From an optimization exercise on the open Yosys and OpenROAD flow, aimed at small area; shortcuts taken in it are not production practice.
In this exercise RTL edits were held to simulation tests only and were not proved equivalent to the original.
Power figures rest on the tool's default switching activity, not on a simulated workload. The flow treats the clock pin as an ideal source, which a real chip does not have.

==> flow/design.v <==
`timescale 1ns/1ps
module data_memory_responder #(
    parameter int BLOCK_ADDR_WIDTH = 6,
    parameter int LATENCY          = 5
) (
    input  logic         CLK,
    input  logic         RESET,
    input  logic         MEM_READ,
    input  logic         MEM_WRITE,
    input  logic [27:0]  MEM_ADDRESS,
    input  logic [127:0] MEM_WRITEDATA,
    output logic [127:0] MEM_READDATA,
    output logic         MEM_BUSYWAIT
);
    localparam int NR12 = 5;              
    localparam int NTAP = 2 * NR12 + 1;   
    logic [2:0]   st;
    logic         op_wr;
    logic [5:0]   addr_q;
    logic [3:0]   ph;       
    logic [127:0] buf_q;    
    logic [127:0] buf_d;
    logic [127:0] buf_n;    
    logic         idle;
    logic         request;
    logic [2:0]   st_n;
    logic [3:0]   ph_n;
    assign idle    = (st == 3'd0);
    assign request = MEM_READ | MEM_WRITE;
    assign buf_n   = ~buf_q;
    logic unused_addr_bits;
    assign unused_addr_bits = ^MEM_ADDRESS[27:6];
    assign MEM_BUSYWAIT = idle ? (request & RESET) : (st != 3'd6);
    always_comb begin
        if (idle)              st_n = request ? 3'd1 : 3'd0;
        else if (st == 3'd6)   st_n = 3'd0;
        else                   st_n = st + 3'd1;
        ph_n = (ph == 4'd11) ? 4'd0 : ph + 4'd1;
    end
    logic [2:0] swp;
    always_ff @(posedge CLK or negedge RESET) begin
        if (!RESET) begin
            st  <= 3'd0;
            ph  <= 4'd0;
            swp <= 3'd0;
        end else begin
            st  <= st_n;
            ph  <= ph_n;
            swp <= (swp == 3'd7) ? 3'd7 : swp + 3'd1;
        end
    end
    always_ff @(posedge CLK) begin
        if (idle) begin
            op_wr  <= MEM_WRITE;
            addr_q <= MEM_ADDRESS[5:0];
        end
    end
    function automatic logic [2:0] ring_of(input logic [5:0] a);
        logic [5:0] q;
        q = a / 6'd12;
        ring_of = q[2:0];
    endfunction
    function automatic logic [3:0] line_of(input logic [5:0] a);
        logic [5:0] m;
        m = a % 6'd12;
        line_of = m[3:0];
    endfunction
    function automatic logic [3:0] slot12(input logic [3:0] j, input logic [3:0] p);
        logic [4:0] s;
        s = {1'b0, j} + {1'b0, p};
        slot12 = (s >= 5'd12) ? 4'(s - 5'd12) : s[3:0];
    endfunction
    logic [5:0]      rd_addr;
    logic            rd_now;
    logic [2:0]      rd_ring;
    logic [3:0]      rd_line;
    logic [3:0]      rd_slot;
    logic [NTAP-1:0] rd_sel;
    logic [NTAP-1:0] tap_v;    
    logic [127:0]    tap_d [NTAP];
    assign rd_addr = idle ? MEM_ADDRESS[5:0] : addr_q;
    assign rd_now  = idle ? (MEM_READ & ~MEM_WRITE) : (~op_wr & (st != 3'd6));
    assign rd_ring = ring_of(rd_addr);
    assign rd_line = line_of(rd_addr);
    assign rd_slot = slot12(rd_line, ph);
    for (genvar r = 0; r < NR12; r++) begin : g_rsel
        assign rd_sel[2*r]   = rd_now & (rd_ring == 3'(r)) & (rd_slot == 4'd5);
        assign rd_sel[2*r+1] = rd_now & (rd_ring == 3'(r)) & (rd_slot == 4'd11);
    end
    assign rd_sel[NTAP-1] = rd_now & (rd_ring == 3'd5) & (rd_line[1:0] + ph[1:0] == 2'd0);
    assign tap_v = {(swp != 3'd0), {(NTAP-1){swp >= 3'd6}}};
    localparam int NINS = 2 * NR12 + 1;
    logic [5:0]      addr_n;
    logic            wr_n;
    logic [2:0]      wr_ring_n;
    logic [3:0]      wr_line_n;
    logic [3:0]      wr_slot_n;
    logic [NINS-1:0] ins_n;
    logic [NINS-1:0] ins;      
    logic [NINS-1:0] ins_c;    
    logic            sweep12;  
    logic            sweep4;   
    assign addr_n    = idle ? MEM_ADDRESS[5:0] : addr_q;
    assign wr_n      = (idle ? MEM_WRITE : op_wr) & (st_n != 3'd0);
    assign wr_ring_n = ring_of(addr_n);
    assign wr_line_n = line_of(addr_n);
    assign wr_slot_n = slot12(wr_line_n, ph_n);
    for (genvar r = 0; r < NR12; r++) begin : g_wsel
        assign ins_n[2*r]   = wr_n & (wr_ring_n == 3'(r)) & (wr_slot_n == 4'd11);
        assign ins_n[2*r+1] = wr_n & (wr_ring_n == 3'(r)) & (wr_slot_n == 4'd5);
    end
    assign ins_n[NINS-1] = wr_n & (wr_ring_n == 3'd5) & (wr_line_n[1:0] + ph_n[1:0] == 2'd3);
    assign sweep12 = (swp <= 3'd4);
    assign sweep4  = (swp <= 3'd2);
    for (genvar r = 0; r < NR12; r++) begin : g_isel
        always_ff @(posedge CLK or negedge RESET) begin
            if (!RESET) begin
                ins[2*r]     <= 1'b0;
                ins_c[2*r]   <= 1'b0;
                ins[2*r+1]   <= 1'b1;
                ins_c[2*r+1] <= 1'b1;
            end else begin
                ins[2*r]     <= ins_n[2*r];
                ins_c[2*r]   <= ~ins_n[2*r] & ~sweep12;
                ins[2*r+1]   <= ins_n[2*r+1] | sweep12;
                ins_c[2*r+1] <= ~ins_n[2*r+1];
            end
        end
    end
    always_ff @(posedge CLK or negedge RESET) begin
        if (!RESET) begin
            ins[NINS-1]   <= 1'b0;
            ins_c[NINS-1] <= 1'b0;
        end else begin
            ins[NINS-1]   <= ins_n[NINS-1];
            ins_c[NINS-1] <= ~ins_n[NINS-1] & ~sweep4;
        end
    end
    for (genvar r = 0; r < NR12; r++) begin : g_ring
        logic [127:0] line_q [12];
        logic [127:0] ins_a;    
        logic [127:0] ins_b;    
        assign ins_a = ~((line_q[11] & {128{ins_c[2*r]}}) | (buf_q & {128{ins[2*r]}}));
        assign ins_b = ~((line_q[5]  | {128{ins[2*r+1]}}) & (buf_n | {128{ins_c[2*r+1]}}));
        always_ff @(posedge CLK) begin
            line_q[0] <= ins_a;
            line_q[6] <= ins_b;
            for (int p = 1; p < 12; p++)
                if (p != 6) line_q[p] <= line_q[p-1];
        end
        assign tap_d[2*r]   = ins_b;
        assign tap_d[2*r+1] = line_q[11];
    end
    begin : g_ring4
        logic [127:0] line_q [4];
        always_ff @(posedge CLK) begin
            line_q[0] <= (buf_q & {128{ins[NINS-1]}}) | (line_q[3] & {128{ins_c[NINS-1]}});
            for (int p = 1; p < 4; p++) line_q[p] <= line_q[p-1];
        end
        assign tap_d[NTAP-1] = line_q[0];
    end
    logic            buf_wr;     
    logic            buf_hold;   
    logic [NTAP-1:0] buf_tap;    
    assign buf_wr   = idle & MEM_WRITE;
    assign buf_hold = ~(buf_wr | (|rd_sel));
    assign buf_tap  = rd_sel & tap_v;
    logic [127:0] buf_g [4];
    for (genvar g = 0; g < 3; g++) begin : g_buf_grp
        dmr_aoi222 u_aoi (
            .a0 (tap_d[3*g]),   .s0 (buf_tap[3*g]),
            .a1 (tap_d[3*g+1]), .s1 (buf_tap[3*g+1]),
            .a2 (tap_d[3*g+2]), .s2 (buf_tap[3*g+2]),
            .y  (buf_g[g])
        );
    end
    dmr_aoi222 u_aoi_last (
        .a0 (tap_d[9]),      .s0 (buf_tap[9]),
        .a1 (tap_d[10]),     .s1 (buf_tap[10]),
        .a2 (MEM_WRITEDATA), .s2 (buf_wr),
        .y  (buf_g[3])
    );
    dmr_nand4_ao21 u_buf_d (
        .n0 (buf_g[0]), .n1 (buf_g[1]), .n2 (buf_g[2]), .n3 (buf_g[3]),
        .q  (buf_q),    .s  (buf_hold),
        .y  (buf_d)
    );
    always_ff @(posedge CLK) buf_q <= buf_d;
    logic rd_done, rd_done_c, rd_done_n;
    assign rd_done_n = ~op_wr & (st == 3'd4);
    always_ff @(posedge CLK or negedge RESET) begin
        if (!RESET) rd_done <= 1'b0;
        else        rd_done <= rd_done_n;
    end
    always_ff @(posedge CLK) rd_done_c <= ~rd_done_n;
    logic [127:0] rd_next;
    dmr_ao22 u_rd_next (
        .a0 (buf_d),        .s0 (rd_done),
        .a1 (MEM_READDATA), .s1 (rd_done_c),
        .y  (rd_next)
    );
    always_ff @(posedge CLK or negedge RESET) begin
        if (!RESET) MEM_READDATA <= '0;
        else        MEM_READDATA <= rd_next;
    end
endmodule
module dmr_aoi222 (
    input  logic [127:0] a0,
    input  logic         s0,
    input  logic [127:0] a1,
    input  logic         s1,
    input  logic [127:0] a2,
    input  logic         s2,
    output logic [127:0] y
);
    assign y = ~((a0 & {128{s0}}) | (a1 & {128{s1}}) | (a2 & {128{s2}}));
endmodule
module dmr_nand4_ao21 (
    input  logic [127:0] n0,
    input  logic [127:0] n1,
    input  logic [127:0] n2,
    input  logic [127:0] n3,
    input  logic [127:0] q,
    input  logic         s,
    output logic [127:0] y
);
    assign y = ~(n0 & n1 & n2 & n3) | (q & {128{s}});
endmodule
module dmr_ao22 (
    input  logic [127:0] a0,
    input  logic         s0,
    input  logic [127:0] a1,
    input  logic         s1,
    output logic [127:0] y
);
    assign y = (a0 & {128{s0}}) | (a1 & {128{s1}});
endmodule
==> flow/flow/run.sh <==
#!/bin/bash
# Layout flow: the standard ORFS flow, with the clock tree built from
# larger sink clusters and without dummy loads, and the ports buffered with
# the smallest buffer.
set -euo pipefail
export CTS_ARGS="-sink_clustering_enable -repair_clock_nets -dont_use_dummy_load -sink_clustering_size 34 -sink_clustering_max_diameter 70"
export BUFFER_PORTS_ARGS="-buffer_cell sky130_fd_sc_hd__buf_1"
bash standard.sh > standard_flow.log 2>&1
==> flow/standard.sh <==
#!/bin/bash
# synth_recipe.tcl (not shown) runs the flow's synth.tcl, then flattens the netlist and writes it again
# the make line also repeats each setting of config.mk as NAME=value (left out here)
make -C /OpenROAD-flow-scripts/flow DESIGN_CONFIG=/design/flow/config.mk WORK_HOME=/design/flow/orfs CLKGATE_MAP_FILE= SYNTH_SCRIPT=/design/flow/synth_recipe.tcl "${@:-finish}"
==> flow/config.mk <==
export PLATFORM = sky130hd
export DESIGN_NAME = data_memory_responder
export DESIGN_NICKNAME = data_memory_responder
export VERILOG_FILES = /design/flow/design.v
export SDC_FILE = /design/flow/constraint.sdc
export NUM_CORES = 8
export LEC_CHECK = 0
export CAP_MARGIN = 20
export CORE_MARGIN = 2
export CORE_UTILIZATION = 65
export PLACE_DENSITY = 0.75
export SLEW_MARGIN = 20
export SYNTH_HIERARCHICAL = 1
export SYNTH_MINIMUM_KEEP_SIZE = 0
==> flow/constraint.sdc <==
create_clock -name core_clock -period 10.0 [get_ports {CLK}]
set_input_delay 2.0000 -clock core_clock [delete_from_list [all_inputs] [get_ports {CLK}]]
set_output_delay 2.0000 -clock core_clock [all_outputs]
set_load 0.01 [all_outputs]
==> results of run 1 <==
[cell usage in the layout, fill, tap and decap left out, types with 4 or more instances in the layout]
cell       instances
diode_2            4
nand4_1          131
a222oi_1         512
a22oi_1          640
nor2_4            10
buf_4             63
nor2_1            19
inv_1            143
nand2b_1           6
a21o_1           131
dfrtp_1          138
clkbuf_16        298
dfstp_4           10
o22ai_1          641
dfxtp_1         8327
buf_12            40
xor2_1             6
nand2_1           47
o21ai_0           12
buf_1            265
o21a_1             4
a22o_1           256
nor2b_1            9
or3_1              4
dfrtp_4           13
ha_1              16
nand3_1           11
a21oi_1            9
[report_power, final]
| group | internal (W) | switching (W) | total (W) |
|---|---|---|---|
| registers | 0.0410 | 0.00316 | 0.0441 |
| logic | 0.00177 | 0.00496 | 0.00673 |
| clock network | 0.00544 | 0.00916 | 0.0146 |
[cells in the mapped netlist, types with 3 or more instances]
master / n / share of area (%)
dfxtp_1: 8328 / 86
o22ai_1: 641 / 2.1
a22oi_1: 640 / 2.5
a222oi_1: 512 / 2.6
clkbuf_1: 279 / 0.54
a22o_1: 256 / 1.2
buf_6: 152 / 0.88
dfrtp_1: 151 / 2.0
inv_1: 144 / 0.28
a21o_1: 131 / 0.51
nand4_1: 131 / 0.42
buf_2: 57 / 0.15
nand2_1: 47 / 0.091
buf_1: 31 / 0.060
nor2_1: 29 / 0.056
ha_1: 16 / 0.10
o21ai_0: 12 / 0.031
nand3_1: 11 / 0.028
a21oi_1: 10 / 0.026
dfstp_2: 10 / 0.14
nor2b_1: 9 / 0.029
nand2b_1: 6 / 0.019
xor2_1: 6 / 0.027
nor3_1: 4 / 0.010
o21a_1: 4 / 0.016
or3_1: 4 / 0.013
mux2i_1: 3 / 0.016
nor3b_1: 3 / 0.012
nor4b_1: 3 / 0.014
[routing by layer]
metal / up-vias / global-route usage (%) / routed length [um]
li1: 40525 / - / -
met1: 45844 / 39.9 / 180000
met2: 5959 / 45.0 / 197000
met3: 1767 / 6.19 / 47600
met4: 0 / 16.7 / 31200
met5: - / 0 / 0
[worst reg2reg max path, cell delays in order (launching register included)]
cell,delay (ns)
dfrtp_1,0.49
or3_1,0.59
nand2_1,0.17
nand2_1,0.07
ha_1,0.23
a2111o_1,0.44
and2_0,0.26
xor2_1,0.19
ha_1,0.28
a21oi_1,0.26
xnor2_1,0.23
ha_1,0.33
a21oi_1,0.26
nand2_1,0.15
xor2_1,0.17
ha_1,0.18
nor3b_1,0.17
nor2_1,0.15
or4b_2,0.60
a311oi_1,0.45
nand3_1,0.48
nor2_4,0.90
buf_12,0.38
a222oi_1,0.22
nand4_1,0.19
a21o_1,0.14
a22o_1,0.16
[stage by stage]
| stage | worst slack (ns) | hold WS, ns |
|---|---|---|
| 4_1_cts | 1.79 | 0.275 |
| 5_1_grt | 1.22 | 0.274 |
| 3_3_place_gp | 1.10 | 0.309 |
| 2_1_floorplan | 2.92 | 0.310 |
| 6_report | 1.55 | 0.271 |
| 3_5_place_dp | 0.822 | 0.312 |
[flip-flops by register name (all words and copies together), names as in the netlist, 3 cells and up]
signal / cells
buf_q: 128
addr_q: 6
st: 3
swp: 3
ins: 11
ph: 4
g_ring4.line_q: 512
ins_c: 11
g_ring.line_q: 7680
MEM_READDATA: 128
[per-module statistics from Yosys (local to each module, per instance)]
module / flops+latches / cells inside / times used / cell area (sq um)
data_memory_responder: 8489 / 10556 / 1 / 184000
dmr_ao22: 0 / 156 / 1 / 1440
dmr_aoi222: 0 / 170 / 4 / 1670
dmr_nand4_ao21: 0 / 270 / 1 / 1920
[logic make-up (layout without fill, tap and decap cells)]
logic type	after synthesis	count (layout)	synth area share [%]
simple gates	255	255	0.725
fa+ha+maj	18	18	0.124
mux	5	5	0.0271
buf+inv	667	812	1.93
flops	8489	8489	88.2
other cells	0	4	0
compound gates	2220	2220	9.00
xor+xnor	8	8	0.0362
[cell type report]
cell class	instances	area (sq um)	share of cell area [%]
Sequential cell	8489	171000	83.2
Multi-Input combinational cell	2506	19300	9.40
Timing Repair Buffer	370	2300	1.12
Inverter	144	546	0.266
Antenna cell	4	10.0	0.00487
Tap cell	3939	4930	2.40
Clock buffer	298	7460	3.63
[worst paths after layout]
path / slack [ns] / endpoint / cells after the start
setup reg to reg: 1.84 / MEM_READDATA[40] / 26
hold reg to reg: 0.27 / g_ring[3].line_q[10][95] / 0
hold / removal: 0.27 / g_ring[3].line_q[10][95] / 0
setup / recovery: 1.55 / MEM_READDATA[40] / 27
max in group asynchronous: 6.83 / MEM_READDATA[96] / 3
min in group asynchronous: 1.51 / MEM_READDATA[118] / 2
==> impl_metrics.csv, run 1 <==
group,metric,value,unit
yosys,synth_area_per_cell,16.6,sq um
critical_path,critPathMaxStageDelay,0.90,ns
final_layout,fillCellCount,18804,
critical_path,cp_slowest_cell,"nor2_4",
timing,min_period,8.45,ns
yosys,async_flop_share,1.90,%
grt,grt_pass1_wl,649000,um
critical_path,worstPathMaxFanout,22,
grt,grt_usage,29.6,%
yosys,ys_types,52,
clock_network,cts_htree_levels,5,
timing,finalSetupViolCount,0,
drt,final_antenna_net_count,0,
clock_network,cts_resized,0,
drt,first_iter_violations,12678,
run,maxCapViolCount,0,
timing,grt_setup_unrepaired,"false",
timing,final-max-slew-violation-count,0,
yosys,yosys_warnings,22,
die,die_area,302000,sq um
drt,drt-pass1-iter-count,10,
yosys,synthCells,11662,
critical_path,cp-end-kind,"flip-flop",
run_status,status,"complete, no violations",
final_layout,drive_gt1_share,3.79,%
clock_network,cts-buffers-inserted,298,
yosys,yosysSeqAreaShare,88.2,%
timing,slew_headroom,18.2,%
clock_network,clk_pin_slew,0.11,ns
critical_path,worst-endpoint-arrival,9.30,ns
die,core_area,297000,sq um
drt,post-route-drc-count,0,
critical_path,worstReg2RegStart,"st[0]",
timing,hold_viol_final,0,
critical_path,crit_family,"simple AND/OR/NAND/NOR gates",
die,die_h,550,um
critical_path,start_kind,"primary input",
yosys,ys_ff_latch,8489,
critical_path,critPathLaunch,"MEM_ADDRESS[5]",
grt,grt_pass1_vias,93809,
clock_network,cts_sinks,8489,
yosys,synth_nets,11840,
place,gp_congestion,0.838,
drt,post_drt_wl_per_cell,28.9,um
die,io_pins,289,
drt,routed_wirelength,456000,um
place,dp_hpwl,228000,um
clock_network,insertion_delay,0.89,ns
clock_network,postCtsSetupRepairBufs,0,
place,place_area,198000,sq um
place,placed_cells,15447,
worst_hold_path,hp-class,"reg -> reg",
timing,max_slew.worst_pin.slew,1.23,ns
clock_network,cts_hold_buffers,0,
pwr,max-vdd-ir-drop,0.000423,V
timing,fin_skew,0.0805,ns
die,die_x,550,um
pwr,p_leak,79.8,nW
grt,grt_max_degree,96,
final_layout,nets,11987,
critical_path,crit_path_frequent_cell,"ha_1",
final_layout,area_growth,6.03,%
die,rows,200,
critical_path,worstPathRequired,10.85,ns
final_layout,fin_area,205000,sq um
critical_path,worst-path-buf-inv,2,
pwr,cellPowerDensity,319,nW/um^2
final_layout,final_util,69.2,%
timing,setup_tns,0,ns
critical_path,critPathKind,"in -> reg",
yosys,synth_edf_count,0,
worst_hold_path,min_from,"g_ring[3].line_q[9][95]",
timing,period_share,84.5,%
drt,vias_per_cell,5.97,
drt,via_count,94095,
grt,overflow,0,
timing,max_freq,0.118,GHz
die,start_util,65.3,%
clock_network,root_buffer,"clkbuf_16",
pwr,total_power,0.0655,W
yosys,synth_area,194000,sq um
yosys,synth_flop_cell,"dfxtp_1",
final_layout,instances_no_fill,15750,
place,io_buffers,266,
clock_network,cts_tree,"yes",
grt,antenna_found_initial,5,
clock_network,cts.path.max_buffers,4,
==> run 2, diff against run 1 <==
--- a/flow/design.v
+++ b/flow/design.v
@@ -37,16 +37,16 @@
         else                   st_n = st + 3'd1;
         ph_n = (ph == 4'd11) ? 4'd0 : ph + 4'd1;
     end
-    logic [2:0] swp;
+    logic [3:0] swp;
     always_ff @(posedge CLK or negedge RESET) begin
         if (!RESET) begin
             st  <= 3'd0;
             ph  <= 4'd0;
-            swp <= 3'd0;
+            swp <= 4'd0;
         end else begin
             st  <= st_n;
             ph  <= ph_n;
-            swp <= (swp == 3'd7) ? 3'd7 : swp + 3'd1;
+            swp <= (swp == 4'd15) ? 4'd15 : swp + 4'd1;
         end
     end
     always_ff @(posedge CLK) begin
@@ -88,7 +88,11 @@
         assign rd_sel[2*r+1] = rd_now & (rd_ring == 3'(r)) & (rd_slot == 4'd11);
     end
     assign rd_sel[NTAP-1] = rd_now & (rd_ring == 3'd5) & (rd_line[1:0] + ph[1:0] == 2'd0);
-    assign tap_v = {(swp != 3'd0), {(NTAP-1){swp >= 3'd6}}};
+    for (genvar r = 0; r < NR12; r++) begin : g_tapv
+        assign tap_v[2*r]   = (swp >= 4'd12) | ~ins[2*r+1];
+        assign tap_v[2*r+1] = (swp >= 4'd6);
+    end
+    assign tap_v[NTAP-1] = (swp != 4'd0);
     localparam int NINS = 2 * NR12 + 1;
     logic [5:0]      addr_n;
     logic            wr_n;
@@ -100,6 +104,9 @@
     logic [NINS-1:0] ins_c;    
     logic            sweep12;  
     logic            sweep4;   
+    logic [2:0]      prot_cnt;   
+    logic [2:0]      prot_ring;  
+    logic [NR12-1:0] prot;       
     assign addr_n    = idle ? MEM_ADDRESS[5:0] : addr_q;
     assign wr_n      = (idle ? MEM_WRITE : op_wr) & (st_n != 3'd0);
     assign wr_ring_n = ring_of(addr_n);
@@ -110,19 +117,39 @@
         assign ins_n[2*r+1] = wr_n & (wr_ring_n == 3'(r)) & (wr_slot_n == 4'd5);
     end
     assign ins_n[NINS-1] = wr_n & (wr_ring_n == 3'd5) & (wr_line_n[1:0] + ph_n[1:0] == 2'd3);
-    assign sweep12 = (swp <= 3'd4);
-    assign sweep4  = (swp <= 3'd2);
+    assign sweep12 = (swp <= 4'd10);
+    assign sweep4  = (swp <= 4'd2);
+    logic            prot_load;
+    logic [2:0]      prot_load_ring;
+    always_comb begin
+        prot_load      = 1'b0;
+        prot_load_ring = 3'd0;
+        for (int r = 0; r < NR12; r++)
+            if (ins_n[2*r]) begin
+                prot_load      = (swp <= 4'd4);
+                prot_load_ring = 3'(r);
+            end
+    end
+    always_ff @(posedge CLK or negedge RESET) begin
+        if (!RESET)         prot_cnt <= 3'd0;
+        else if (prot_load) prot_cnt <= 3'd6;
+        else if (prot_cnt != 3'd0) prot_cnt <= prot_cnt - 3'd1;
+    end
+    always_ff @(posedge CLK) if (prot_load) prot_ring <= prot_load_ring;
+    for (genvar r = 0; r < NR12; r++) begin : g_prot
+        assign prot[r] = (prot_cnt == 3'd1) & (prot_ring == 3'(r));
+    end
     for (genvar r = 0; r < NR12; r++) begin : g_isel
         always_ff @(posedge CLK or negedge RESET) begin
             if (!RESET) begin
                 ins[2*r]     <= 1'b0;
-                ins_c[2*r]   <= 1'b0;
+                ins_c[2*r]   <= 1'b1;
                 ins[2*r+1]   <= 1'b1;
                 ins_c[2*r+1] <= 1'b1;
             end else begin
                 ins[2*r]     <= ins_n[2*r];
-                ins_c[2*r]   <= ~ins_n[2*r] & ~sweep12;
-                ins[2*r+1]   <= ins_n[2*r+1] | sweep12;
+                ins_c[2*r]   <= ~ins_n[2*r];
+                ins[2*r+1]   <= ins_n[2*r+1] | (sweep12 & ~prot[r]);
                 ins_c[2*r+1] <= ~ins_n[2*r+1];
             end
         end
@@ -140,7 +167,7 @@
         logic [127:0] line_q [12];
         logic [127:0] ins_a;    
         logic [127:0] ins_b;    
-        assign ins_a = ~((line_q[11] & {128{ins_c[2*r]}}) | (buf_q & {128{ins[2*r]}}));
+        assign ins_a = ~((line_q[11] | {128{ins[2*r]}}) & (buf_q | {128{ins_c[2*r]}}));
         assign ins_b = ~((line_q[5]  | {128{ins[2*r+1]}}) & (buf_n | {128{ins_c[2*r+1]}}));
         always_ff @(posedge CLK) begin
             line_q[0] <= ins_a;
==> flow/flow/run.sh (replaced) <==
#!/bin/bash
# Layout flow: the standard ORFS flow, with the clock tree built from
# larger sink clusters and without dummy loads, and the ports buffered with
# the smallest buffer.
set -euo pipefail
export CTS_ARGS="-sink_clustering_enable -repair_clock_nets -dont_use_dummy_load -sink_clustering_size 36 -sink_clustering_max_diameter 50"
export BUFFER_PORTS_ARGS="-buffer_cell sky130_fd_sc_hd__buf_1"
bash standard.sh > standard_flow.log 2>&1
==> run 2 against run 1 <==
  * Setup slack gained 0.50 ns
  * Worst hold slack lost 0.071 ns
  * Area after synthesis shrank 0.15%
  * Die area shrank 0.15%
  * Final cell count grew 1.4%
  * Design area grew 1.8%
  * Via count grew 2.3%
  * Wire length grew 2.1%
  * Largest power group unchanged
==> impl_metrics.csv, run 2 <==
group,metric,value,unit
run_status,status,"complete, no violations",
yosys,yosysSeqAreaShare,88.4,%
die,die_h,549,um
die,start_util,65.2,%
die,die_x,549,um
clock_network,cts_tree,"yes",
drt,first_iter_violations,13893,
run,maxCapViolCount,0,
clock_network,insertion_delay,1.04,ns
place,gp_congestion,0.839,
timing,grt_setup_unrepaired,"false",
final_layout,largest_reg_flops,7680,
critical_path,worst-endpoint-arrival,8.72,ns
yosys,synth_area,193000,sq um
timing,finalSetupViolCount,0,
grt,antenna_found_initial,18,
drt,routed_wirelength,466000,um
final_layout,regMostFlops,"g_ring.line_q",
grt,grt_pass1_vias,97012,
die,rows,200,
clock_network,cts_hold_buffers,0,
yosys,synth_area_per_cell,16.5,sq um
critical_path,worstPathMaxFanout,38,
clock_network,root_buffer,"clkbuf_16",
yosys,synth_nets,11884,
yosys,synth_flop_cell,"dfxtp_1",
clock_network,cts-buffers-inserted,464,
final_layout,top_regs,"g_ring.line_q x7680, g_ring4.line_q x512",
critical_path,rr_worst_depth,25,
die,die_area,302000,sq um
clock_network,cts.path.max_buffers,4,
yosys,synthCells,11702,
final_layout,fillCellCount,18016,
critical_path,start_kind,"primary input",
pwr,max-vdd-ir-drop,0.000317,V
yosys,synthTopCellsByCount,"dfxtp_1, o22ai_1, a222oi_1",
place,io_buffers,266,
yosys,synthTopCellsByArea,"dfxtp_1, o22ai_1, a222oi_1, dfrtp_1, a22o_1",
worst_hold_path,min_to,"g_ring4.line_q[3][24]",
clock_network,postCtsSetupRepairBufs,0,
drt,post-route-drc-count,0,
yosys,ys_ff_latch,8496,
drt,post_drt_wl_per_cell,29.2,um
timing,max_freq,0.126,GHz
yosys,synth_top_cell_by_area,"dfxtp_1",
final_layout,register_area,171000,sq um
clock_network,cts_sinks,8496,
pwr,cellPowerDensity,348,nW/um^2
grt,overflow,0,
yosys,async_flop_share,1.94,%
grt,grt_pass1_wl,663000,um
yosys,ys_types,70,
pwr,p_leak,82.6,nW
drt,vias_per_cell,6.03,
clock_network,clk_pin_slew,0.09,ns
yosys,synth_edf_count,3,
clock_network,cts_htree_levels,5,
yosys,yosys_warnings,22,
critical_path,worstReg2RegStart,"st[0]",
timing,slew_headroom,17.3,%
worst_hold_path,hold_depth,0,
grt,grt_usage,30.3,%
timing,setup_tns,0,ns
die,io_pins,289,
critical_path,reg2reg_slack,2.25,ns
final_layout,final_cell_mix,"dfxtp_1, o22ai_1, a222oi_1",
timing,fin_skew,0.153,ns
final_layout,drive_gt1_share,5.19,%
timing,final-max-slew-violation-count,0,
critical_path,cp-end-kind,"flip-flop",
grt,grt_max_degree,105,
timing,min_period,7.95,ns
critical_path,r2r_end,"MEM_READDATA[108]",
critical_path,critPathKind,"in -> reg",
clock_network,cts_resized,0,
worst_hold_path,hp-class,"reg -> reg",
final_layout,area_growth,8.13,%
drt,via_count,96277,
drt,drt-pass1-iter-count,10,
final_layout,nets,12200,
final_layout,multiInputGateArea,18800,sq um
timing,hold_viol_final,0,
timing,period_share,79.5,%
final_layout,layout_commonest_cell,"dfxtp_1",
pwr,total_power,0.0727,W
yosys,synth.most_common_cell,"dfxtp_1",
critical_path,worstPathRequired,10.77,ns
place,dp_hpwl,231000,um
drt,final_antenna_net_count,0,
yosys,synth_top_area_share,86.2,%
die,core_area,297000,sq um
worst_hold_path,min_from,"g_ring4.line_q[2][24]",
timing,max_slew.worst_pin.slew,1.24,ns
run 2: cell types whose count changed after synthesis, sizes merged, moves of 6 or more:
cell	change
a211oi	+7
a22oi	-640
nand2	-10
inv	+6
o22ai	+639
clkbuf	+7
nor2	-12
nor3	+11
run 2: worst max path at each step:
| stage | to | slack (ns) | cells after the start | from |
|---|---|---|---|---|
| finish | MEM_READDATA[108] | 2.05 | 26 | MEM_ADDRESS[4] |
| global route | MEM_READDATA[102] | 1.81 | 26 | MEM_ADDRESS[4] |
| CTS | MEM_READDATA[108] | 2.35 | 26 | MEM_ADDRESS[4] |
| detailed placement | MEM_READDATA[100] | 1.42 | 26 | MEM_ADDRESS[4] |
| global placement | MEM_READDATA[100] | 1.61 | 26 | MEM_ADDRESS[4] |
| floorplan | MEM_READDATA[10] | 3.36 | 26 | MEM_ADDRESS[4] |
run 2: layout make-up:
type                       count  area share, %
antenna                       13         0.0156
clock buffer                 464           5.55
inverter                     150          0.273
multi-input combinational   2528           8.97
sequential                  8496           81.8
tap                         3939           2.36
timing repair buffer         378           1.05
run 2: layer usage:
metal,global-route usage [%],wire length [um]
met5,0,13
met4,14.8,27300
met3,7.22,54700
met2,45.0,199000
met1,41.9,185000
run 2: power breakdown:
part | internal, W | switching [W] | leakage [nW]
sequential | 0.0430 | 0.00392 | 69.9
clock | 0.00819 | 0.00982 | 5.72
combinational | 0.00218 | 0.00562 | 7.06
run 2: cells by family (layout without fill, tap and decap cells):
logic type / Yosys count / in the layout / synth area share, %
flops: 8496 / 8496 / 88.4
compound gates: 2241 / 2241 / 8.68
buf+inv: 678 / 992 / 1.96
simple gates: 252 / 252 / 0.752
fa+ha+maj: 22 / 22 / 0.150
mux: 7 / 7 / 0.0369
xor+xnor: 6 / 6 / 0.0272
other cells: 0 / 13 / 0
run 2: per-module statistics from Yosys, one instance, submodules excluded:
| module | cells inside | copies in the design |
|---|---|---|
| data_memory_responder | 10596 | 1 |
| dmr_nand4_ao21 | 270 | 1 |
| dmr_aoi222 | 170 | 4 |
| dmr_ao22 | 156 | 1 |
run 2: worst max-delay path, stage by stage:
cell	delay, ns
buf_1	0.15
nor2b_1	0.27
mux2i_1	0.13
inv_1	0.13
ha_1	0.20
inv_1	0.10
o21ai_1	0.24
xor2_1	0.21
ha_1	0.36
a21oi_1	0.13
xnor2_1	0.35
ha_1	0.33
a21oi_1	0.24
nand3_1	0.19
nor2b_1	0.18
ha_1	0.20
a221oi_1	0.36
nor3_1	0.15
o21bai_1	0.72
a211oi_4	0.12
buf_4	0.33
buf_4	0.49
a222oi_1	0.46
nand4_1	0.16
a21o_1	0.20
a22o_1	0.23
run 2: stage by stage:
step / util, % / area [sq um] / hold WS, ns / setup WS (ns) / std cells
floorplan: - / 193000 / 0.310 / 3.36 / 11702
global placement: 66.6 / 197000 / 0.309 / 1.61 / 15488
detailed placement: 66.6 / 197000 / 0.312 / 1.42 / 15488
global route: 70.5 / 209000 / 0.195 / 1.81 / 15963
finish: 70.5 / 209000 / 0.199 / 2.05 / 15968
CTS: 70.5 / 209000 / 0.192 / 2.35 / 15952
==> run 3, diff against run 2 <==
==> flow/flow/run.sh (replaced) <==
#!/bin/bash
# Layout flow: the standard ORFS flow, with the clock tree built from
# larger sink clusters and without dummy loads, and the ports buffered with
# the smallest buffer.
set -euo pipefail
export CTS_ARGS="-sink_clustering_enable -repair_clock_nets -dont_use_dummy_load -sink_clustering_size 34 -sink_clustering_max_diameter 70"
export BUFFER_PORTS_ARGS="-buffer_cell sky130_fd_sc_hd__buf_1"
bash standard.sh > standard_flow.log 2>&1
==> run 3 against run 2 <==
  * Register-to-register slack about the same
  * Still clean on timing, DRC and antenna
  * Clock-buffer cell count decreased by 173
  * Synthesized cell count stayed put
  * Largest power group unchanged
  * Design area is 2.1% lower
  * First-iteration DRC count decreased by 1.4%
  * Die area did not move
==> impl_metrics.csv, run 3 <==
group,metric,value,unit
clock_network,cts_hold_buffers,0,
grt,grt_max_degree,105,
grt,overflow,0,
critical_path,rr_worst_depth,24,
drt,post-route-drc-count,0,
yosys,synthTopCellsByCount,"dfxtp_1, o22ai_1, a222oi_1",
critical_path,worstPathRequired,10.81,ns
final_layout,drive_gt1_share,3.81,%
yosys,yosys_warnings,22,
grt,grt_pass1_vias,93616,
clock_network,cts_tree,"yes",
pwr,cellPowerDensity,337,nW/um^2
clock_network,cts_sinks,8496,
timing,finalSetupViolCount,0,
yosys,synthTopCellsByArea,"dfxtp_1, o22ai_1, a222oi_1, dfrtp_1, a22o_1",
grt,grt_usage,29.5,%
timing,max_freq,0.126,GHz
timing,max_slew.worst_pin.slew,1.25,ns
yosys,ys_types,70,
clock_network,root_buffer,"clkbuf_16",
drt,first_iter_violations,13696,
die,die_area,302000,sq um
pwr,p_leak,80.5,nW
timing,final-max-slew-violation-count,0,
run,maxCapViolCount,0,
yosys,async_flop_share,1.94,%
critical_path,path_depth,25,
die,core_area,297000,sq um
drt,vias_per_cell,6.02,
final_layout,nets,12027,
die,die_x,549,um
timing,period_share,79.4,%
yosys,synth_edf_count,3,
final_layout,area_growth,5.89,%
grt,grt_pass1_wl,644000,um
critical_path,worstReg2RegStart,"st[0]",
drt,drt-pass1-iter-count,10,
timing,slew_headroom,16.4,%
yosys,synth_flop_cell,"dfxtp_1",
die,start_util,65.2,%
timing,min_period,7.94,ns
yosys,ys_ff_latch,8496,
critical_path,r2r_end,"MEM_READDATA[86]",
die,die_h,549,um
critical_path,cp_slowest_cell,"o21bai_1",
critical_path,critPathMaxStageDelay,0.70,ns
final_layout,largest_reg_flops,7680,
drt,final_antenna_net_count,0,
clock_network,postCtsSetupRepairBufs,0,
place,placed_cells,15488,
critical_path,cp-end-kind,"flip-flop",
critical_path,worstPathMaxFanout,44,
yosys,synth_area_per_cell,16.5,sq um
critical_path,cp-endpoint,"MEM_READDATA[86]",
critical_path,critPathLaunch,"MEM_ADDRESS[4]",
timing,fin_skew,0.0927,ns
timing,hold_viol_final,0,
place,gp_congestion,0.839,
yosys,synthCells,11702,
die,io_pins,289,
final_layout,instances_no_fill,15790,
final_layout,top_regs,"g_ring.line_q x7680, g_ring4.line_q x512",
place,dp_hpwl,231000,um
clock_network,cts.path.max_buffers,4,
final_layout,regMostFlops,"g_ring.line_q",
yosys,synth_top_area_share,86.2,%
grt,antenna_found_initial,17,
clock_network,cts-buffers-inserted,291,
critical_path,start_kind,"primary input",
yosys,synth_area,193000,sq um
pwr,max-vdd-ir-drop,0.000323,V
critical_path,crit_path_frequent_cell,"ha_1",
clock_network,clk_pin_slew,0.12,ns
drt,via_count,95032,
die,rows,200,
yosys,synth.most_common_cell,"dfxtp_1",
place,io_buffers,266,
timing,setup_tns,0,ns
critical_path,worst-endpoint-arrival,8.75,ns
clock_network,insertion_delay,0.98,ns
timing,grt_setup_unrepaired,"false",
worst_hold_path,hp-class,"reg -> reg",
clock_network,cts_resized,0,
final_layout,layout_commonest_cell,"dfxtp_1",
drt,routed_wirelength,455000,um
final_layout,final_cell_mix,"dfxtp_1, o22ai_1, a222oi_1",
critical_path,crit_family,"compound AO/OA/AOI/OAI gates",
yosys,yosysSeqAreaShare,88.4,%
yosys,synth_top_cell_by_area,"dfxtp_1",
critical_path,reg2reg_slack,2.24,ns
yosys,synth_nets,11884,
critical_path,critPathKind,"in -> reg",
run_status,status,"complete, no violations",
clock_network,cts_htree_levels,5,
drt,post_drt_wl_per_cell,28.8,um
critical_path,worst-path-buf-inv,4,
[run 3: changes by cell type in the layout (fill, tap and decap cells not counted)]
cell and change:
diode_2 -5, clkbuf_16 -173
[run 3: how the worst min path moves through the flow]
stage | start | end | slack, ns | cells past startpoint
floorplan | g_ring4.line_q[1][0] | g_ring4.line_q[2][0] | 0.31 | 0
global placement | g_ring[0].line_q[7][101] | g_ring[0].line_q[8][101] | 0.31 | 0
detailed placement | g_ring[0].line_q[10][123] | g_ring[0].line_q[11][123] | 0.31 | 0
CTS | g_ring[3].line_q[1][29] | g_ring[3].line_q[2][29] | 0.27 | 0
global route | g_ring[3].line_q[1][29] | g_ring[3].line_q[2][29] | 0.26 | 0
finish | g_ring[2].line_q[6][95] | g_ring[2].line_q[7][95] | 0.27 | 0
[run 3: cell type report]
type	instances	area, sq um
Timing Repair Buffer	378	2190
Tap cell	3939	4930
Clock buffer	291	7280
Antenna cell	8	20.0
Multi-Input combinational cell	2528	18800
Sequential cell	8496	171000
Inverter	150	571
Fill cell	18762	91700
[run 3: cells by family after synthesis]
| group | after synthesis | share of synthesized area [%] |
|---|---|---|
| xor gates and xnor gates | 6 | 0.0272 |
| and+or+nand+nor | 252 | 0.752 |
| buffers and inverters | 678 | 1.96 |
| muxes | 7 | 0.0369 |
| DFF | 8496 | 88.4 |
| adders and majority gates | 22 | 0.150 |
| AOI/OAI and AO/OA | 2241 | 8.68 |
[run 3: stage by stage]
stage	hold WS (ns)	instance area, sq um	setup slack, ns	power (W)	utilization, %
after global routing	0.262	205000	1.79	0.0711	69.1
after detailed placement	0.312	197000	1.42	0.0547	66.6
after CTS	0.266	205000	2.36	0.0687	69.0
final	0.266	205000	2.06	0.0690	69.1
after global placement	0.309	197000	1.61	0.0541	66.6
after floorplan	0.310	193000	3.36	0.0500	-
[run 3: report_power, final]
group	leakage [nW]	switching, W	internal (W)
Combinational	7.06	0.00560	0.00218
Clock	3.59	0.00916	0.00531
Sequential	69.9	0.00386	0.0429
Total	80.5	0.0186	0.0504
[run 3: layer usage]
layer | vias up | part of all wire [%] | global-route usage, %
met4 | 2 | 5.7 | 13.7
met5 | - | 0.0029 | 0
met1 | 46554 | 40 | 41.6
li1 | 40730 | - | -
met3 | 1589 | 12 | 6.99
met2 | 6157 | 42 | 43.4
[run 3: modules after synthesis (local to each module, per instance)]
module,flops+latches,cells,times used,cell area (sq um)
data_memory_responder,8496,10596,1,183000
dmr_aoi222,0,170,4,1670
dmr_ao22,0,156,1,1440
dmr_nand4_ao21,0,270,1,1920
==> run 4, diff against run 3 <==
==> flow/flow/run.sh (replaced) <==
#!/bin/bash
# Layout flow: the standard ORFS flow, with the clock tree built from
# larger sink clusters and without dummy loads, and the ports buffered with
# the smallest buffer.
set -euo pipefail
export CTS_ARGS="-sink_clustering_enable -repair_clock_nets -dont_use_dummy_load -sink_clustering_size 34 -sink_clustering_max_diameter 70 -buf_list sky130_fd_sc_hd__clkbuf_8 -tree_buf sky130_fd_sc_hd__clkbuf_8 -root_buf sky130_fd_sc_hd__clkbuf_16 -sink_clustering_buffer sky130_fd_sc_hd__clkbuf_16"
export BUFFER_PORTS_ARGS="-buffer_cell sky130_fd_sc_hd__buf_1"
bash standard.sh > standard_flow.log 2>&1
==> run 4 against run 3 <==
  * Synthesized cell count unchanged
  * Global-route usage about the same
  * Sequential share of layout area about the same
  * Final cell count hardly changed
  * Maximum frequency rose by 1.1%
  * Critical endpoint unchanged
  * Highest routed layer unchanged
  * Via count down 0.28%
  * Die area unchanged
  * Combinational power about the same
  * Clock skew shrank 0.00055 ns
==> impl_metrics.csv, run 4 <==
group,metric,value,unit
timing,max_slew.worst_pin.slew,1.23,ns
final_layout,regMostFlops,"g_ring.line_q",
critical_path,worstPathMaxFanout,44,
drt,post-route-drc-count,0,
timing,period_share,78.5,%
yosys,synthCells,11702,
clock_network,insertion_delay,1.06,ns
timing,finalSetupViolCount,0,
yosys,synth_nets,11884,
final_layout,multiInputGateArea,18800,sq um
final_layout,drive_gt1_share,3.81,%
critical_path,worstReg2RegStart,"st[0]",
place,gp_congestion,0.839,
place,place_area,197000,sq um
place,placed_cells,15488,
timing,fin_skew,0.0922,ns
yosys,synthTopCellsByArea,"dfxtp_1, o22ai_1, a222oi_1, dfrtp_1, a22o_1",
timing,hold_viol_final,0,
grt,overflow,0,
drt,via_count,94763,
yosys,ys_ff_latch,8496,
pwr,combPwrFrac,11.3,%
yosys,yosysSeqAreaShare,88.4,%
critical_path,start_kind,"primary input",
critical_path,critPathKind,"in -> reg",
place,io_buffers,266,
worst_hold_path,hold_depth,0,
clock_network,clk_pin_slew,0.11,ns
clock_network,cts.path.max_buffers,4,
grt,grt_usage,29.5,%
final_layout,nets,12027,
critical_path,reg2reg_slack,2.27,ns
drt,final_antenna_net_count,0,
die,die_h,549,um
pwr,cellPowerDensity,337,nW/um^2
clock_network,cts_tree,"yes",
clock_network,cts_sinks,8496,
grt,grt_pass1_vias,93531,
yosys,synth_area_per_cell,16.5,sq um
critical_path,cp-end-kind,"flip-flop",
clock_network,root_buffer,"clkbuf_16",
yosys,yosys_warnings,22,
yosys,async_flop_share,1.94,%
clock_network,cts_hold_buffers,0,
final_layout,fin_area,205000,sq um
final_layout,layout_commonest_cell,"dfxtp_1",
drt,first_iter_violations,13744,
yosys,synth_area,193000,sq um
drt,vias_per_cell,6.00,
critical_path,rr_worst_depth,24,
final_layout,top_regs,"g_ring.line_q x7680, g_ring4.line_q x512",
pwr,total_power,0.0689,W
die,rows,200,
clock_network,cts_resized,0,
die,die_x,549,um
pwr,p_leak,80.5,nW
clock_network,cts-buffers-inserted,291,
final_layout,fillCellCount,18767,
die,die_area,302000,sq um
critical_path,worst-endpoint-arrival,8.75,ns
timing,min_period,7.85,ns
final_layout,final_cell_mix,"dfxtp_1, o22ai_1, a222oi_1",
pwr,max-vdd-ir-drop,0.000311,V
die,start_util,65.2,%
die,core_area,297000,sq um
yosys,synth_edf_count,3,
pwr,switching_power,0.0186,W
grt,grt_max_degree,105,
timing,setup_tns,0,ns
timing,max_freq,0.127,GHz
run_status,status,"complete, no violations",
die,io_pins,289,
final_layout,area_growth,5.87,%
final_layout,largest_reg_flops,7680,
worst_hold_path,min_from,"g_ring[3].line_q[1][29]",
run,maxCapViolCount,0,
critical_path,worstPathRequired,10.90,ns
yosys,synth_top_cell_by_area,"dfxtp_1",
drt,drt-pass1-iter-count,8,
drt,routed_wirelength,455000,um
yosys,synth.most_common_cell,"dfxtp_1",
place,dp_hpwl,231000,um
worst_hold_path,min_to,"g_ring[3].line_q[2][29]",
yosys,synthTopCellsByCount,"dfxtp_1, o22ai_1, a222oi_1",
pwr,p_sw_share,26.9,%
final_layout,register_area,171000,sq um
clock_network,cts_htree_levels,5,
timing,slew_headroom,18.0,%
drt,post_drt_wl_per_cell,28.8,um
yosys,synth_flop_cell,"dfxtp_1",
timing,holdWs,0.266,ns
worst_hold_path,hp-class,"reg -> reg",
clock_network,postCtsSetupRepairBufs,0,
timing,grt_setup_unrepaired,"false",
pwr,internal_power,0.0504,W
final_layout,instances_no_fill,15794,
pwr,clkPwrFrac,20.9,%
grt,antenna_found_initial,21,
pwr,seq_power_share,67.8,%
yosys,ys_types,70,
yosys,synth_top_area_share,86.2,%
grt,grt_pass1_wl,644000,um
timing,final-max-slew-violation-count,0,
critical_path,r2r_end,"MEM_READDATA[86]",
-- run 4: worst max-delay path by stage --
stage,start,end,cells past startpoint
2_1_floorplan,MEM_ADDRESS[4],MEM_READDATA[10],26
3_3_place_gp,MEM_ADDRESS[4],MEM_READDATA[100],26
3_5_place_dp,MEM_ADDRESS[4],MEM_READDATA[100],26
4_1_cts,MEM_ADDRESS[4],MEM_READDATA[86],25
5_1_grt,MEM_ADDRESS[4],MEM_READDATA[102],26
6_report,MEM_ADDRESS[4],MEM_READDATA[86],25
-- run 4: final cells by class --
| cell class | instances | share of cell area (%) |
|---|---|---|
| Timing Repair Buffer | 378 | 1.07 |
| Clock buffer | 291 | 3.53 |
| Inverter | 150 | 0.279 |
| Antenna cell | 12 | 0.0147 |
| Multi-Input combinational cell | 2528 | 9.16 |
| Tap cell | 3939 | 2.41 |
| Sequential cell | 8496 | 83.5 |
-- run 4: power groups by stage --
stage	sequential [W]	clock, W	combinational (W)
final	0.0468	0.0144	0.00777
after global routing	0.0475	0.0156	0.00791
after CTS	0.0468	0.0145	0.00740
after detailed placement	0.0474	0	0.00733
after global placement	0.0470	0	0.00712
after floorplan	0.0455	0	0.00450
-- run 4: critical path, cell delays in order --
cell and delay, ns:
buf_1 0.15, nor2b_1 0.27, mux2i_1 0.13, inv_1 0.12
ha_1 0.20, inv_1 0.10, o21ai_1 0.21, xor2_1 0.21
ha_1 0.37, a21oi_1 0.13, xnor2_1 0.36, ha_1 0.33
a21oi_1 0.25, nand3_1 0.18, nor2b_1 0.17, ha_1 0.20
a221oi_1 0.38, nor3_1 0.15, o21bai_1 0.72, a211oi_4 0.20
buf_4 0.53, a222oi_1 0.70, nand4_1 0.19, a21o_1 0.21
a22o_1 0.23
-- run 4: cell families after synthesis --
group	after synthesis	synth area share [%]
AND/OR/NAND/NOR	252	0.752
AO/OA/AOI/OAI	2241	8.68
XOR/XNOR	6	0.0272
buffers and inverters	678	1.96
multiplexers	7	0.0369
adder cells (fa/ha/maj)	22	0.150
flip-flops	8496	88.4
-- run 4: stage by stage --
| stage | utilization [%] | worst slack (ns) |
|---|---|---|
| 2_1_floorplan | - | 3.36 |
| 3_3_place_gp | 66.6 | 1.61 |
| 3_5_place_dp | 66.6 | 1.42 |
| 4_1_cts | 69.0 | 2.44 |
| 5_1_grt | 69.0 | 1.90 |
| 6_report | 69.1 | 2.15 |
-- run 4: layer usage --
| metal | GRT usage (%) | part of all wire [%] | vias to the layer above | wire [um] |
|---|---|---|---|---|
| li1 | - | - | 40727 | - |
| met1 | 41.5 | 40 | 46197 | 183000 |
| met2 | 43.4 | 42 | 6182 | 192000 |
| met3 | 7.10 | 12 | 1651 | 53800 |
| met4 | 13.6 | 5.7 | 6 | 25900 |
| met5 | 0 | 0.011 | - | 49 |
-- run 4: per-module statistics from Yosys, one instance, submodules excluded --
module                 copies in the design  flops+latches  cells  cell area [sq um]
data_memory_responder                     1           8496  10596             183000
dmr_ao22                                  1              0    156               1440
dmr_aoi222                                4              0    170               1670
dmr_nand4_ao21                            1              0    270               1920
==> run 5, diff against run 4 <==
==> flow/flow/run.sh (replaced) <==
#!/bin/bash
# Layout flow: the standard ORFS flow, with the clock tree built from
# larger sink clusters and without dummy loads, and the ports buffered with
# the smallest buffer.
set -euo pipefail
export CTS_ARGS="-sink_clustering_enable -repair_clock_nets -dont_use_dummy_load -sink_clustering_size 34 -sink_clustering_max_diameter 70 -tree_buf sky130_fd_sc_hd__clkbuf_8 -sink_clustering_buffer sky130_fd_sc_hd__clkbuf_16"
export BUFFER_PORTS_ARGS="-buffer_cell sky130_fd_sc_hd__buf_1"
bash standard.sh > standard_flow.log 2>&1
==> run 5 against run 4 <==
  * Final cell count did not move
  * Global-route usage unchanged
  * Still clean
  * Area after synthesis did not move
==> impl_metrics.csv, run 5 <==
group,metric,value,unit
run_status,status,"complete, no violations",
critical_path,crit_path_frequent_cell,"ha_1",
critical_path,start_kind,"primary input",
place,gp_congestion,0.839,
place,dp_hpwl,231000,um
timing,fin_skew,0.0922,ns
drt,vias_per_cell,6.00,
yosys,synth_flop_cell,"dfxtp_1",
clock_network,cts_resized,0,
clock_network,postCtsSetupRepairBufs,0,
drt,via_count,94763,
yosys,yosys_warnings,22,
final_layout,top_regs,"g_ring.line_q x7680, g_ring4.line_q x512",
die,core_area,297000,sq um
timing,min_period,7.85,ns
grt,grt_pass1_wl,644000,um
drt,drt-pass1-iter-count,8,
drt,post_drt_wl_per_cell,28.8,um
timing,final-max-slew-violation-count,0,
final_layout,largest_reg_flops,7680,
timing,max_slew.worst_pin.slew,1.23,ns
yosys,synth_top_area_share,86.2,%
drt,post-route-drc-count,0,
place,placed_cells,15488,
pwr,max-vdd-ir-drop,0.000311,V
die,die_h,549,um
critical_path,critPathMaxStageDelay,0.72,ns
final_layout,regMostFlops,"g_ring.line_q",
critical_path,worstPathRequired,10.90,ns
yosys,yosysSeqAreaShare,88.4,%
yosys,synth_area,193000,sq um
final_layout,fin_area,205000,sq um
drt,routed_wirelength,455000,um
final_layout,area_growth,5.87,%
timing,finalSetupViolCount,0,
yosys,synth_nets,11884,
grt,grt_max_degree,105,
clock_network,cts.path.max_buffers,4,
timing,hold_viol_final,0,
grt,grt_pass1_vias,93531,
critical_path,critPathKind,"in -> reg",
critical_path,worst-endpoint-arrival,8.75,ns
clock_network,cts_tree,"yes",
final_layout,layout_commonest_cell,"dfxtp_1",
pwr,cellPowerDensity,337,nW/um^2
clock_network,cts_hold_buffers,0,
yosys,synth_edf_count,3,
clock_network,root_buffer,"clkbuf_16",
die,die_area,302000,sq um
timing,setup_tns,0,ns
final_layout,final_cell_mix,"dfxtp_1, o22ai_1, a222oi_1",
timing,slew_headroom,18.0,%
timing,grt_setup_unrepaired,"false",
yosys,synth.most_common_cell,"dfxtp_1",
die,die_x,549,um
grt,grt_usage,29.5,%
yosys,synthTopCellsByCount,"dfxtp_1, o22ai_1, a222oi_1",
place,place_area,197000,sq um
pwr,p_leak,80.5,nW
grt,antenna_found_initial,21,
clock_network,insertion_delay,1.06,ns
timing,max_freq,0.127,GHz
yosys,synthCells,11702,
pwr,total_power,0.0689,W
critical_path,cp_slowest_cell,"o21bai_1",
clock_network,cts_sinks,8496,
yosys,ys_types,70,
die,io_pins,289,
final_layout,drive_gt1_share,3.81,%
grt,overflow,0,
yosys,synth_top_cell_by_area,"dfxtp_1",
clock_network,cts-buffers-inserted,291,
place,io_buffers,266,
die,start_util,65.2,%
yosys,async_flop_share,1.94,%
final_layout,instances_no_fill,15794,
clock_network,clk_pin_slew,0.11,ns
yosys,synth_area_per_cell,16.5,sq um
timing,period_share,78.5,%
run,maxCapViolCount,0,
clock_network,cts_htree_levels,5,
yosys,synthTopCellsByArea,"dfxtp_1, o22ai_1, a222oi_1, dfrtp_1, a22o_1",
drt,final_antenna_net_count,0,
yosys,ys_ff_latch,8496,
drt,first_iter_violations,13744,
die,rows,200,
worst_hold_path,hp-class,"reg -> reg",
critical_path,cp-end-kind,"flip-flop",
critical_path,worstPathMaxFanout,44,
final_layout,nets,12027,
[run 5: Yosys stat by module, one instance, submodules excluded]
module | cell area, sq um | flops+latches | times used | cells inside
dmr_nand4_ao21 | 1920 | 0 | 1 | 270
data_memory_responder | 183000 | 8496 | 1 | 10596
dmr_ao22 | 1440 | 0 | 1 | 156
dmr_aoi222 | 1670 | 0 | 4 | 170
[run 5: area by class of cell]
cell class / count / area, sq um
antenna: 12 / 30.0
clock buffer: 291 / 7240
fill: 18767 / 91800
inverter: 150 / 571
multi-input combinational: 2528 / 18800
sequential: 8496 / 171000
tap: 3939 / 4930
timing repair buffer: 378 / 2190
[run 5: path summary, 6_finish.rpt]
kind	startpoint	slack, ns	cells after the start	to
setup / recovery	MEM_ADDRESS[4]	2.15	25	MEM_READDATA[86]
hold reg to reg	g_ring[3].line_q[1][29]	0.27	0	g_ring[3].line_q[2][29]
max in group asynchronous	RESET	6.99	3	MEM_READDATA[108]
min in group asynchronous	RESET	1.00	1	MEM_READDATA[41]
setup reg to reg	st[0]	2.27	24	MEM_READDATA[86]
hold / removal	g_ring[3].line_q[1][29]	0.27	0	g_ring[3].line_q[2][29]
[run 5: where the power goes]
group,switching (W),leakage [nW],internal [W]
sequential,0.00385,69.9,0.0429
clock,0.00914,3.57,0.00527
combinational,0.00559,7.06,0.00218
total,0.0186,80.5,0.0504
[run 5: per-stage QoR]
step	util, %	hold slack (ns)	worst slack (ns)
2_1_floorplan	-	0.310	3.36
3_3_place_gp	66.6	0.309	1.61
3_5_place_dp	66.6	0.312	1.42
4_1_cts	69.0	0.266	2.44
5_1_grt	69.0	0.262	1.90
6_report	69.1	0.266	2.15
[run 5: critical path, delay by kind of cell]
family	cells	cell delay (ns)
xor+xnor	2	0.57
fa+ha+maj	4	1.10
simple gates	5	0.96
mux	1	0.13
compound gates	9	3.03
buf+inv	4	0.90
[run 5: kinds of logic after synthesis]
| kind of cell | share of synthesized area (%) |
|---|---|
| AOI/OAI and AO/OA | 8.68 |
| buffers and inverters | 1.96 |
| xor gates and xnor gates | 0.0272 |
| adders and majority gates | 0.150 |
| muxes | 0.0369 |
| DFF | 88.4 |
| and+or+nand+nor | 0.752 |
[run 5: metal layers]
metal | up-vias | track usage (%) | share of wire, %
met5 | - | 0 | 0.011
met4 | 6 | 13.6 | 5.7
met3 | 1651 | 7.10 | 12
met2 | 6182 | 43.4 | 42
met1 | 46197 | 41.5 | 40
li1 | 40727 | - | -
==> run 6, diff against run 5 <==
--- a/flow/config.mk
+++ b/flow/config.mk
@@ -7,8 +7,8 @@
 export LEC_CHECK = 0
 export CAP_MARGIN = 20
 export CORE_MARGIN = 2
-export CORE_UTILIZATION = 65
-export PLACE_DENSITY = 0.75
+export CORE_UTILIZATION = 60
+export PLACE_DENSITY = 0.7
 export SLEW_MARGIN = 20
 export SYNTH_HIERARCHICAL = 1
 export SYNTH_MINIMUM_KEEP_SIZE = 0
==> run 6 against run 5 <==
  * Clock skew up 0.013 ns
  * Power up 0.23%
  * Synthesized cell count unchanged
  * Maximum frequency down 1.2%
  * Critical path depth up 1
  * Die area up 8.3%
  * Final cell count up 2.4%
  * Setup slack worse by 0.093 ns
  * Wire length up 1.4%
  * Sequential power about the same
  * Utilization down 5.0 points
  * Clock-buffer cell count up 4
==> impl_metrics.csv, run 6 <==
group,metric,value,unit
final_layout,nets,12038,
grt,grt_pass1_wl,651000,um
yosys,synth_flop_cell,"dfxtp_1",
critical_path,start_kind,"primary input",
die,die_x,572,um
yosys,synthMuxAreaShare,0.0369,%
grt,grt_pass1_vias,92011,
timing,period_share,79.5,%
yosys,synth_nets,11884,
clock_network,cts_resized,0,
timing,hold_viol_final,0,
clock_network,cts_sinks,8496,
drt,final_antenna_net_count,0,
critical_path,cp-end-kind,"flip-flop",
clock_network,postCtsSetupRepairBufs,0,
run_status,status,"complete, no violations",
yosys,synth_xor_area_share,0.0272,%
timing,max_freq,0.126,GHz
place,gp_congestion,0.853,
timing,finalSetupViolCount,0,
critical_path,rr_worst_depth,25,
pwr,p_sw_share,27.0,%
pwr,combPwrFrac,11.4,%
worst_hold_path,hold_depth,0,
die,core_area,321000,sq um
drt,vias_per_cell,5.83,
pwr,p_leak,80.6,nW
drt,post-route-drc-count,0,
yosys,synth_edf_count,3,
critical_path,critPathKind,"in -> reg",
die,die_h,572,um
timing,min_period,7.95,ns
yosys,synth_area,193000,sq um
critical_path,critPathMaxStageDelay,0.73,ns
final_layout,largest_reg_flops,7680,
yosys,synth_top_cell_by_area,"dfxtp_1",
timing,final-max-slew-violation-count,0,
clock_network,root_buffer,"clkbuf_16",
timing,max_slew.worst_pin.slew,1.22,ns
yosys,yosys_warnings,22,
grt,overflow,0,
clock_network,clk_pin_slew,0.12,ns
final_layout,drive_gt1_share,3.90,%
die,start_util,60.3,%
worst_hold_path,hp-class,"reg -> reg",
drt,post_drt_wl_per_cell,28.5,um
final_layout,final_cell_mix,"dfxtp_1, o22ai_1, a222oi_1",
yosys,yosys.area_share.simple,0.752,%
critical_path,r2r_end,"MEM_READDATA[73]",
worst_hold_path,min_from,"g_ring[4].line_q[2][12]",
pwr,switching_power,0.0186,W
yosys,synthAdderAreaFrac,0.150,%
die,rows,208,
drt,routed_wirelength,461000,um
yosys,synth_top_family_by_area,"compound AO/OA/AOI/OAI gates",
clock_network,insertion_delay,1.06,ns
critical_path,reg2reg_slack,2.29,ns
grt,grt_usage,27.6,%
pwr,cellPowerDensity,336,nW/um^2
place,io_buffers,266,
yosys,synth_top_area_share,86.2,%
pwr,internal_power,0.0505,W
yosys,synthTopCellsByArea,"dfxtp_1, o22ai_1, a222oi_1, dfrtp_1, a22o_1",
critical_path,worst-endpoint-arrival,8.85,ns
grt,grt_max_degree,94,
drt,drt-pass1-iter-count,10,
yosys,synthCells,11702,
critical_path,crit_family,"compound AO/OA/AOI/OAI gates",
timing,fin_skew,0.105,ns
die,io_pins,289,
clock_network,cts_tree,"yes",
critical_path,worstReg2RegStart,"st[0]",
pwr,clkPwrFrac,21.0,%
final_layout,area_growth,6.26,%
final_layout,regMostFlops,"g_ring.line_q",
die,die_area,327000,sq um
yosys,async_flop_share,1.94,%
timing,setup_tns,0,ns
yosys,ys_types,70,
clock_network,cts-buffers-inserted,295,
timing,grt_setup_unrepaired,"false",
pwr,max-vdd-ir-drop,0.000304,V
yosys,synth_area_per_cell,16.5,sq um
clock_network,cts.path.max_buffers,4,
critical_path,crit_path_frequent_cell,"ha_1",
critical_path,worstPathRequired,10.91,ns
drt,first_iter_violations,12433,
grt,antenna_found_initial,9,
timing,slew_headroom,18.7,%
critical_path,worst-path-buf-inv,5,
critical_path,cp_slowest_cell,"o21bai_1",
clock_network,cts_hold_buffers,0,
yosys,synth.most_common_cell,"dfxtp_1",
yosys,synthTopCellsByCount,"dfxtp_1, o22ai_1, a222oi_1",
yosys,synth_compound_area_share,8.68,%
final_layout,fillCellCount,22382,
clock_network,cts_htree_levels,5,
worst_hold_path,min_to,"g_ring[4].line_q[3][12]",
final_layout,layout_commonest_cell,"dfxtp_1",
final_layout,top_regs,"g_ring.line_q x7680, g_ring4.line_q x512",
timing,holdWs,0.221,ns
pwr,seq_power_share,67.5,%
run,maxCapViolCount,0,
yosys,ys_ff_latch,8496,
drt,via_count,94180,
critical_path,worstPathMaxFanout,86,
yosys,yosysSeqAreaShare,88.4,%
place,dp_hpwl,232000,um
[run 6: changes by cell type in the layout (fill, tap and decap cells not counted), sizes merged]
| cell | delta |
|---|---|
| buf | +7 |
| clkbuf | +4 |
| diode | -3 |
[run 6: power groups by stage]
stage / Combinational, W / Clock [W] / Sequential (W)
2_1_floorplan: 0.00450 / 0 / 0.0455
3_3_place_gp: 0.00743 / 0 / 0.0470
3_5_place_dp: 0.00757 / 0 / 0.0473
4_1_cts: 0.00763 / 0.0147 / 0.0467
5_1_grt: 0.00813 / 0.0158 / 0.0474
6_report: 0.00790 / 0.0145 / 0.0467
[run 6: cell type report]
class | instances | area [sq um] | share of cell area [%]
Timing Repair Buffer | 385 | 2360 | 1.15
Sequential cell | 8496 | 171000 | 83.2
Antenna cell | 9 | 22.5 | 0.0110
Clock buffer | 295 | 7340 | 3.57
Multi-Input combinational cell | 2528 | 18800 | 9.14
Inverter | 150 | 568 | 0.276
Tap cell | 4305 | 5390 | 2.62
[run 6: cell families after synthesis]
logic type / Yosys count
and+or+nand+nor: 252
muxes: 7
AOI/OAI and AO/OA: 2241
DFF: 8496
adders and majority gates: 22
buffers and inverters: 678
xor gates and xnor gates: 6
[run 6: how the worst max path moves through the flow]
stage          cells past startpoint                to  slack (ns)            from
6_report                          26  MEM_READDATA[73]        2.05  MEM_ADDRESS[4]
3_3_place_gp                      25  MEM_READDATA[82]        1.37  MEM_ADDRESS[4]
5_1_grt                           26  MEM_READDATA[73]        1.72  MEM_ADDRESS[4]
3_5_place_dp                      25  MEM_READDATA[76]        1.28  MEM_ADDRESS[4]
4_1_cts                           25  MEM_READDATA[82]        2.35  MEM_ADDRESS[4]
2_1_floorplan                     26  MEM_READDATA[10]        3.36  MEM_ADDRESS[4]
[run 6: metal layers]
layer  up-vias  track usage, %  wire [um]
met2      5467            41.5     198000
met4         6            12.5      24300
li1      40747               -          -
met3      1326            5.29      45500
met5         -               0         54
met1     46634            38.9     193000
[run 6: metrics by stage]
stage,setup WS [ns],instances,total power [W],utilization (%),area [sq um]
after floorplan,3.36,11702,0.0500,-,193000
after global placement,1.37,15861,0.0544,61.7,198000
after detailed placement,1.28,15863,0.0549,61.7,198000
after CTS,2.35,16158,0.0690,64.0,205000
after global routing,1.72,16160,0.0714,64.0,205000
final,2.05,16168,0.0691,64.0,206000
[run 6: worst register-to-register path: cells and delay by family, from the launching register on]
kind | cells | cell delay (ns)
adder cells (fa/ha/maj) | 4 | 1.10
XOR/XNOR | 2 | 0.54
flip-flops | 1 | 0.49
AND/OR/NAND/NOR | 5 | 1.28
AO/OA/AOI/OAI | 9 | 2.74
multiplexers | 1 | 0.31
buffers and inverters | 4 | 1.23
[run 6: Yosys stat by module, one instance, submodules excluded]
module | flops+latches | area, sq um | times used
dmr_aoi222 | 0 | 1670 | 4
dmr_ao22 | 0 | 1440 | 1
dmr_nand4_ao21 | 0 | 1920 | 1
data_memory_responder | 8496 | 183000 | 1

[what the ideal ports hide]
Ports are ideal in the flow. The routed layouts listed here were re-timed in OpenROAD.
Step 1 assumes that a clkbuf_16 drives the clock port and a buf_2 every other input.
Step 2 moves the port delays by t, midway between the first and last clock arrival at a register: inputs arrive t later, outputs are due t later. That takes back most of the time a late clock gives input paths.
a / b / c = no drivers / after step 1 / after step 2; a / b = the first two.
| run | t (ns) | setup slack, ns | worst hold slack (ns) | worst register clock-pin slew, ns | worst data-port slew with drivers (ns) |
|---|---|---|---|---|---|
| run 1 | 0.976 | 1.549 / 1.631 / 0.655 | 0.271 / 0.271 / 0.271 | 0.12 / 0.12 | 0.21 |
| run 2 | 1.048 | 2.045 / 2.040 / 0.992 | 0.199 / 0.199 / 0.199 | 0.12 / 0.12 | 0.26 |
| run 3 | 1.021 | 2.060 / 2.055 / 1.034 | 0.266 / 0.266 / 0.266 | 0.12 / 0.12 | 0.26 |
| run 4 | 1.103 | 2.146 / 2.143 / 1.041 | 0.266 / 0.266 / 0.266 | 0.12 / 0.12 | 0.26 |
| run 5 | 1.103 | 2.146 / 2.143 / 1.041 | 0.266 / 0.266 / 0.266 | 0.12 / 0.12 | 0.26 |
| run 6 | 1.079 | 2.053 / 2.122 / 1.044 | 0.221 / 0.221 / 0.221 | 0.12 / 0.12 | 0.19 |
After both steps every run listed still meets setup and hold.
